From an optimization exercise on the open Yosys and OpenROAD flow, aimed at small area; shortcuts taken in it are not production practice.
The RTL was checked by simulation tests, not by an equivalence proof against the original design.
No activity file was given, so power comes from the tool's default toggle rates.

==> flow/design.v (excerpt) <==
module mipsCore (
	input  logic clk,
	input  logic rst,
	input  logic instrValid,
	input  logic [31:0] instr,
	output logic creditReturn,
	output logic wbValid,
	output logic [4:0] wbReg,
	output logic [31:0] wbData,
	output logic halted
);
clock: 7.0 ns
lec_check: 0
abc_area: 1
cap_margin: 20
core_margin: 2
core_utilization: 55
place_density: 0.66
slew_margin: 20
standard.sh (not shown) runs the stock make flow with config.mk's settings and CLKGATE_MAP_FILE= SYNTH_SCRIPT=/design/flow/synth_recipe.tcl, a recipe that flattens the netlist after the stock synthesis.
==> flow/flow/run.sh <==
#!/bin/bash
set -euo pipefail
HERE=$(pwd)
cp -r "$FLOW_HOME/scripts" "$HERE/scripts"
cp "$HERE/flow/abc_area.script" "$HERE/scripts/abc_area.script"
export SCRIPTS_DIR="$HERE/scripts"
export CTS_ARGS="-sink_clustering_enable -repair_clock_nets -sink_clustering_size 13 -sink_clustering_max_diameter 40 -buf_list sky130_fd_sc_hd__buf_4 -dont_use_dummy_load"
export ADDER_MAP_FILE=""
export BUFFER_PORTS_ARGS="-buffer_cell sky130_fd_sc_hd__buf_1"
bash standard.sh > standard.log 2>&1
==> flow/flow/abc_area.script <==
strash
&get -n
&dch -f -C 10000
&nf -R 1000 -p -C 32 -F 8 -A 8
&put
strash
&get -n
&dch -f -C 10000
&nf -R 1000 -p -C 32 -F 8 -A 8
&put
strash
&get -n
&dch -f -C 10000
&nf -R 1000 -p -C 32 -F 8 -A 8
&put
topo
stime -c
Change:
--- a/flow/design.v
+++ b/flow/design.v
@@ -155,15 +155,14 @@
 		fXor = (kind == KXor);
 		fSlt = (kind == KSlt);
 		fSltu = (kind == KSltu);
 		fSh16 = (kind == KSh16);
 	end
 	assign dest = isR ? rd : rt;
 	logic [3:0] rsTap, rtTap, A, Bt, B, immNib;
-	logic fwdA, fwdB;
 	logic [31:1] selA, selB;
 	logic [3:0][31:1] termA, termB;
 	always_comb
 	begin
 		for (int i = 1; i < 32; i++)
 		begin
 			selA[i] = (rs == 5'(i));
@@ -176,18 +175,16 @@
 		end
 		for (int b = 0; b < 4; b++)
 		begin
 			rsTap[b] = |termA[b];
 			rtTap[b] = |termB[b];
 		end
 	end
-	assign fwdA = wenP && (wbReg == rs);
-	assign fwdB = wenP && (wbReg == rt);
-	assign A = fwdA ? R[7:4] : rsTap;
-	assign Bt = fwdB ? R[7:4] : rtTap;
+	assign A = rsTap;
+	assign Bt = rtTap;
 	always_comb
 		case (ph)
 			3'd0: immNib = imm[3:0];
 			3'd1: immNib = imm[7:4];
 			3'd2: immNib = imm[11:8];
 			3'd3: immNib = imm[15:12];
 			default: immNib = {4{sext && imm[15]}};
@@ -285,25 +282,29 @@
 		R[3:0] <= R[7:4];
 	end
 	assign wbValid = wenP && (ph == 3'd1);
 	assign wbData = R;
 	logic [3:0] rwd, mwd;
 	logic [31:1] rwe;
 	logic [15:0] mwe;
-	assign rwd = clr ? 4'b0 : R[7:4];
+	logic [4:0] wrReg;
+	logic wrOn;
+	assign wrReg = ph7 ? dest : wbReg;
+	assign wrOn = ph7 ? (act && regWrite && dest != '0) : wenP;
+	assign rwd = clr ? 4'b0 : {R[11:9], ((fSlt || fSltu) && ph7) ? lt : R[8]};
 	assign mwd = clr ? 4'b0 : P;
 	always_comb
 	begin
 		for (int i = 1; i < 32; i++)
-			rwe[i] = clr || (wenP && wbReg == 5'(i));
+			rwe[i] = clr || (wrOn && wrReg == 5'(i));
 		for (int j = 0; j < 16; j++)
 			mwe[j] = clr || (storeSel && addrE == 4'(j));
 	end
 	always_ff @(posedge clk)
 	begin
 		for (int i = 1; i < 32; i++)
-			rf[i] <= {rwe[i] ? rwd : rf[i][3:0], rf[i][31:4]};
+			rf[i] <= {rf[i][3:0], rf[i][31:8], rwe[i] ? rwd : rf[i][7:4]};
 		for (int j = 0; j < 16; j++)
 			dm[j] <= {mwe[j] ? mwd : dm[j][3:0], dm[j][31:4]};
 	end
 endmodule
 `default_nettype wire
=>
- fmax came out higher by 1.0%
- non-clock buffer count came out higher by 1
- power came out higher by 0.44%
- design area came out lower by 0.36%
- clock skew came out lower by 0.0069 ns
- register-to-register slack improved by 0.07 ns

-- separate check: timing with driven ports --
The flow's constraints put no driver on any port. The routed layouts listed below were extracted and timed again, unchanged, in two steps.
Step 1: set_driving_cell puts a clkbuf_16 on clk and a buf_2 on each other input, an assumption about the parent block.
Step 2 times the ports against the registers' clock, not the clock port: input delays grow and output delays shrink by t, the midpoint of the rising clock arrivals with the driver on.
a / b / c = ideal / step 1 / step 2; a / b = the first two.
run	t (ns)	slack for setup (ns)	worst setup path at the end	slew at the worst register clock pin (ns)
the first run	0.882	0.318 / 0.318 / 0.318	register to register	0.11 / 0.11
the second run	0.916	0.384 / 0.384 / 0.384	register to register	0.12 / 0.12
After both steps every run listed still meets setup and hold.
